Context: an optimization exercise on an open-source flow, tuned for small area. The choices shown serve that exercise and are no tape-out recipe.
Only simulation tests tie the RTL to the original design; equivalence was not proved.
No activity file was given, so power comes from the tool's default toggle rates.

==> flow/design.v <==
package pfgm_pkg;
	localparam int SAMPLE_W = 16;
	localparam int GAIN_W   = 17;
endpackage
module pcm_format_gain_mixer #(
	parameter int GAIN_FRAC_BITS = 16
) (
	input  logic                                 clk,
	input  logic                                 arst_n,
	input  logic                                 psel,
	input  logic                                 penable,
	input  logic                                 pwrite,
	input  logic [2:0]                           paddr,
	input  logic [31:0]                          pwdata,
	output logic [31:0]                          prdata,
	output logic                                 pready,
	input  logic                                 in_valid,
	output logic                                 in_stall,
	input  logic                                 active,
	input  logic [2:0]                           sample_format,
	input  logic [31:0]                          sample_word,
	input  logic [pfgm_pkg::GAIN_W-1:0]          source_gain,
	input  logic                                 last_source,
	output logic                                 out_valid,
	input  logic                                 out_stall,
	output logic signed [pfgm_pkg::SAMPLE_W-1:0] mixed_left,
	output logic signed [pfgm_pkg::SAMPLE_W-1:0] mixed_right,
	output logic                                 clipped
);
	localparam logic [1:0] PH_F = 2'd0;   
	localparam logic [1:0] PH_P = 2'd1;   
	localparam logic [1:0] PH_S = 2'd2;   
	logic [16:0] mg_q;
	logic        mg_set;
	logic [16:0] mg_eff;
	logic        wr_ok;
	assign pready = 1'b1;
	assign wr_ok  = psel & penable & pwrite & ~paddr[2] & (~pwdata[16] | ~(|pwdata[15:0]));
	assign mg_eff = mg_set ? mg_q : 17'h10000;
	assign prdata = {15'd0, paddr[2] ? 17'd0 : mg_eff};
	always_ff @(posedge clk) begin
		if (wr_ok) begin
			mg_q <= pwdata[16:0];
		end
	end
	always_ff @(posedge clk or negedge arst_n) begin
		if (!arst_n) begin
			mg_set <= 1'b0;
		end else if (wr_ok) begin
			mg_set <= 1'b1;
		end
	end
	logic [1:0]  ph;
	logic [1:0]  ch;
	logic [4:0]  i;
	logic [4:0]  j;
	logic [4:0]  c;
	logic signed [16:0] acc;
	logic        sticky;
	logic        cy;
	logic        fresh;
	logic        ov;
	logic        clip_q;
	logic [15:0] sum_l;
	logic [15:0] sum_r;
	logic [15:0] tmp;
	logic        tmp_sat;
	logic        last_q;
	logic        run;
	logic        abort;
	logic        wd;
	logic        cnt_end;
	logic        accept;
	logic        end_diag;
	logic        fin;
	assign run      = in_valid & ~ov;
	assign cnt_end  = (i == 5'd16);
	assign accept   = (ph == PH_F) & (ch == 2'd2) & (i == 5'd0);
	assign in_stall = ~accept | wd;
	logic        drop;
	assign drop     = (~in_valid | wd) & ((ch == 2'd1) | ((ch == 2'd0) & (ph != PH_F)) | accept);
	assign abort    = drop & (ph != PH_S);
	always_ff @(posedge clk) begin
		wd <= drop & (ph == PH_S);
	end
	assign end_diag = (j == 5'd0) | (i == 5'd16);
	assign fin      = (i == 5'd16) & (j == 5'd16);
	logic        silent;
	logic        sel_hi;
	logic [7:0]  byte_v;
	logic [15:0] smp;
	assign silent = ~active | sample_format[2];
	assign sel_hi = ch[0] & sample_format[0];
	assign byte_v = sel_hi ? sample_word[15:8] : sample_word[7:0];
	assign smp    = sample_format[1] ? (sel_hi ? sample_word[31:16] : sample_word[15:0])
	                                 : {{3{~byte_v[7]}}, byte_v[6:0], 6'd0};
	logic        pb;
	logic [4:0]  u;
	logic        tk;
	logic [15:0] term;
	logic signed [17:0] addv;
	logic [15:0] sum_c;
	logic        sb;
	logic        r;
	logic        c17;
	logic        r17;
	logic        top_in;
	logic        stream;
	logic        sat;
	assign pb     = (ph == PH_P) & ~silent & mg_eff[i] & source_gain[j];
	assign u      = c + {4'd0, pb};
	assign tk     = (ph == PH_P) & u[0];
	assign term   = tk ? smp : 16'd0;
	assign addv   = {acc[16], acc} + {term[15], term, 1'b0};
	assign sum_c  = ch[0] ? sum_r : sum_l;
	assign sb     = ~fresh & (i[4] ? sum_c[15] : sum_c[0]);
	assign r      = acc[0] ^ sb ^ cy;
	assign c17    = (acc[0] & sb) | (acc[0] & cy) | (sb & cy);
	assign r17    = acc[0] ^ sb ^ c17;
	assign top_in = (ph == PH_P) ? addv[17] : ((ph == PH_S) ? r : 1'b0);
	assign stream = cy ? ((i == 5'd15) ? sticky : ~sticky) : acc[0];
	assign sat    = ~((acc[16] == r) & (r == r17));
	always_ff @(posedge clk) begin
		if (~((ph == PH_P) & ~end_diag)) begin
			acc <= {top_in, addv[16:1]};
		end
	end
	always_ff @(posedge clk) begin
		if (ph == PH_P) begin
			c <= end_diag ? {1'b0, u[4:1]} : u;
		end else begin
			c <= 5'd0;
		end
	end
	always_ff @(posedge clk) begin
		case (ph)
			PH_P: begin
				if (fin) begin
					cy <= (sticky | acc[0]) & smp[15];
				end
				if (end_diag) begin
					sticky <= sticky | acc[0];
				end
			end
			PH_S: begin
				if (cnt_end) begin
					cy     <= sat;
					sticky <= r17;
				end else begin
					cy     <= c17;
				end
			end
			default: begin
				if (cnt_end) begin
					sticky <= 1'b0;
				end
			end
		endcase
	end
	logic en_l, en_r, wb;
	assign wb   = ~i[4] & (ph == PH_F) & (ch == 2'd2) & ~abort;
	assign en_l = (~i[4] & (ph == PH_S) & (ch == 2'd0)) | wb;
	assign en_r = (~i[4] & (ph == PH_S) & (ch == 2'd1)) | wb;
	always_ff @(posedge clk) begin
		if (en_l) begin
			sum_l <= {(ph == PH_F) ? tmp[0] : sum_l[0], sum_l[15:1]};
		end
		if (en_r) begin
			sum_r <= {(ph == PH_F) ? stream : sum_r[0], sum_r[15:1]};
		end
		if (~i[4] & (ph == PH_F) & ch[0]) begin
			tmp <= {stream, tmp[15:1]};
		end else if (wb) begin
			tmp <= {1'b0, tmp[15:1]};
		end
		if ((ph == PH_S) & (ch == 2'd0) & cnt_end) begin
			tmp_sat <= sat;
		end
	end
	always_ff @(posedge clk) begin
		if (~in_stall & in_valid) begin
			clip_q <= (clip_q & ~fresh) | tmp_sat | cy;
			last_q <= last_source;
		end
	end
	always_ff @(posedge clk or negedge arst_n) begin
		if (!arst_n) begin
			ph <= PH_F;
			ch <= 2'd0;
			i  <= 5'd0;
		end else if (abort) begin
			ph <= PH_F;
			ch <= 2'd0;
			i  <= 5'd0;
		end else begin
			case (ph)
				PH_P: begin
					if (fin) begin
						ph <= PH_S;
						i  <= 5'd0;
					end else if (end_diag) begin
						if (i == 5'd16) begin
							i <= j + 5'd1;
						end else begin
							i <= 5'd0;
						end
					end else begin
						i <= i + 5'd1;
					end
				end
				PH_S: begin
					if (cnt_end) begin
						ph <= PH_F;
						ch <= ch + 2'd1;
						i  <= 5'd0;
					end else begin
						i <= i + 5'd1;
					end
				end
				default: begin
					if (cnt_end) begin
						i <= 5'd0;
						if (ch == 2'd2) begin
							ch <= 2'd0;
						end else if ((ch != 2'd0) | run) begin
							ph <= PH_P;
						end
					end else begin
						i <= i + 5'd1;
					end
				end
			endcase
		end
	end
	always_ff @(posedge clk) begin
		if (ph == PH_P) begin
			if (end_diag) begin
				j <= (i == 5'd16) ? 5'd16 : i + 5'd1;
			end else begin
				j <= j - 5'd1;
			end
		end else begin
			j <= 5'd0;
		end
	end
	always_ff @(posedge clk or negedge arst_n) begin
		if (!arst_n) begin
			ov    <= 1'b0;
			fresh <= 1'b1;
		end else begin
			if (~in_stall & in_valid) begin
				fresh <= last_source;
			end
			if ((ph == PH_F) & (ch == 2'd2) & cnt_end) begin
				ov <= last_q;
			end else if (~out_stall) begin
				ov <= 1'b0;
			end
		end
	end
	assign out_valid   = ov;
	assign mixed_left  = sum_l;
	assign mixed_right = sum_r;
	assign clipped     = clip_q;
endmodule
export LEC_CHECK = 0
export CAP_MARGIN = 20
export CORE_MARGIN = 2
export CORE_UTILIZATION = 65
export CTS_BUF_LIST = sky130_fd_sc_hd__clkbuf_4 sky130_fd_sc_hd__clkbuf_8
export CTS_CLUSTER_DIAMETER = 100
export CTS_CLUSTER_SIZE = 30
export SLEW_MARGIN = 20
create_clock -name core_clock -period 8.0 [get_ports {clk}]
standard.sh (not shown) runs the stock make flow with config.mk's settings and CLKGATE_MAP_FILE= SYNTH_SCRIPT=/design/flow/synth_recipe.tcl, a recipe that flattens the netlist after the stock synthesis.
==> flow/flow/run.sh <==
#!/bin/bash
# The standard layout with three changes:
#  - synthesis maps the logic with an area-oriented ABC script (flow/abc_map.script)
#    in place of ORFS's speed script;
#  - adders are left to ABC instead of being mapped to half/full adder cells first
#    (ADDER_MAP_FILE empty); everything else in synthesis is unchanged;
#  - the port buffers are made of the smallest buffer cell.
set -euo pipefail
rm -rf scripts_abc
cp -r "$FLOW_HOME/scripts" scripts_abc
cp flow/abc_map.script scripts_abc/abc_speed.script
bash standard.sh "SCRIPTS_DIR=$PWD/scripts_abc" "ADDER_MAP_FILE=" "BUFFER_PORTS_ARGS=-buffer_cell sky130_fd_sc_hd__buf_1" finish > make_finish.log 2>&1
==> flow/flow/abc_map.script <==
strash
dc2
dch -f
&get -n
&st
&dch
&nf -R 1000
&put
==> next run, changes <==
--- a/flow/design.v
+++ b/flow/design.v
@@ -62,28 +62,17 @@
 	logic        ov;
 	logic        clip_q;
 	logic [15:0] sum_l;
 	logic [15:0] sum_r;
-	logic [15:0] tmp;
-	logic        tmp_sat;
-	logic        last_q;
 	logic        run;
-	logic        abort;
-	logic        wd;
 	logic        cnt_end;
 	logic        accept;
 	logic        end_diag;
 	logic        fin;
 	assign run      = in_valid & ~ov;
 	assign cnt_end  = (i == 5'd16);
-	assign accept   = (ph == PH_F) & (ch == 2'd2) & (i == 5'd0);
-	assign in_stall = ~accept | wd;
-	logic        drop;
-	assign drop     = (~in_valid | wd) & ((ch == 2'd1) | ((ch == 2'd0) & (ph != PH_F)) | accept);
-	assign abort    = drop & (ph != PH_S);
-	always_ff @(posedge clk) begin
-		wd <= drop & (ph == PH_S);
-	end
+	assign accept   = (ph == PH_F) & (ch == 2'd2) & cnt_end;
+	assign in_stall = ~accept;
 	assign end_diag = (j == 5'd0) | (i == 5'd16);
 	assign fin      = (i == 5'd16) & (j == 5'd16);
 	logic        silent;
 	logic        sel_hi;
@@ -156,40 +145,26 @@
 				end
 			end
 		endcase
 	end
-	logic en_l, en_r, wb;
-	assign wb   = ~i[4] & (ph == PH_F) & (ch == 2'd2) & ~abort;
-	assign en_l = (~i[4] & (ph == PH_S) & (ch == 2'd0)) | wb;
-	assign en_r = (~i[4] & (ph == PH_S) & (ch == 2'd1)) | wb;
+	logic en_l, en_r;
+	assign en_l = ~i[4] & (((ph == PH_S) & (ch == 2'd0)) | ((ph == PH_F) & (ch == 2'd1)));
+	assign en_r = ~i[4] & (((ph == PH_S) & (ch == 2'd1)) | ((ph == PH_F) & (ch == 2'd2)));
 	always_ff @(posedge clk) begin
 		if (en_l) begin
-			sum_l <= {(ph == PH_F) ? tmp[0] : sum_l[0], sum_l[15:1]};
+			sum_l <= {(ph == PH_F) ? stream : sum_l[0], sum_l[15:1]};
 		end
 		if (en_r) begin
 			sum_r <= {(ph == PH_F) ? stream : sum_r[0], sum_r[15:1]};
 		end
-		if (~i[4] & (ph == PH_F) & ch[0]) begin
-			tmp <= {stream, tmp[15:1]};
-		end else if (wb) begin
-			tmp <= {1'b0, tmp[15:1]};
-		end
-		if ((ph == PH_S) & (ch == 2'd0) & cnt_end) begin
-			tmp_sat <= sat;
-		end
-	end
-	always_ff @(posedge clk) begin
-		if (~in_stall & in_valid) begin
-			clip_q <= (clip_q & ~fresh) | tmp_sat | cy;
-			last_q <= last_source;
+	end
+	always_ff @(posedge clk) begin
+		if ((ph == PH_S) & cnt_end) begin
+			clip_q <= (clip_q & ~(fresh & (ch == 2'd0))) | sat;
 		end
 	end
 	always_ff @(posedge clk or negedge arst_n) begin
 		if (!arst_n) begin
-			ph <= PH_F;
-			ch <= 2'd0;
-			i  <= 5'd0;
-		end else if (abort) begin
 			ph <= PH_F;
 			ch <= 2'd0;
 			i  <= 5'd0;
 		end else begin
@@ -247,13 +222,11 @@
 		if (!arst_n) begin
 			ov    <= 1'b0;
 			fresh <= 1'b1;
 		end else begin
-			if (~in_stall & in_valid) begin
+			if (accept & in_valid) begin
+				ov    <= last_source;
 				fresh <= last_source;
-			end
-			if ((ph == PH_F) & (ch == 2'd2) & cnt_end) begin
-				ov <= last_q;
 			end else if (~out_stall) begin
 				ov <= 1'b0;
 			end
 		end
The changed run completed without violations.
Cell area came out lower by roughly a tenth.
Global-route usage went down by 1.8 points.
Cell count shrinks by a few percent.
Synthesized cell count shrinks by a few percent.
Power shrinks by a few percent.
Count of clock-buffer cells in the layout drops by 1.
Die area falls by roughly a tenth.
Sequential power fell by roughly a tenth.
Flip-flop and latch count came out lower by 19.

==> separate check: timing with driven ports <==
In the flow no input, the clock included, has a driving cell. The finished layouts below were timed again as built, in two steps. Step 1 (the two cells are an assumption about what drives the block):
set clk [get_ports {clk}]
set_driving_cell -lib_cell sky130_fd_sc_hd__clkbuf_16 $clk
set_driving_cell -lib_cell sky130_fd_sc_hd__buf_2 [delete_from_list [all_inputs] $clk]
Step 2 times the ports against the registers' clock, not the clock port: input delays grow and output delays shrink by t, the midpoint of the rising clock arrivals with the driver on. Slacks: no drivers / after step 1 / after step 2; pairs: no drivers / after step 1.
run | t (ns) | setup WS [ns] | worst setup path at the end
the first run | 0.403 | 1.092 / 1.104 / 0.701 | input to register
the second run | 0.394 | 1.380 / 1.388 / 0.994 | input to register
After both steps every run listed still meets setup and hold. For the first run, which loses most, drivers alone change the setup slack by +0.012 ns; drivers and shift together by -0.391 ns.
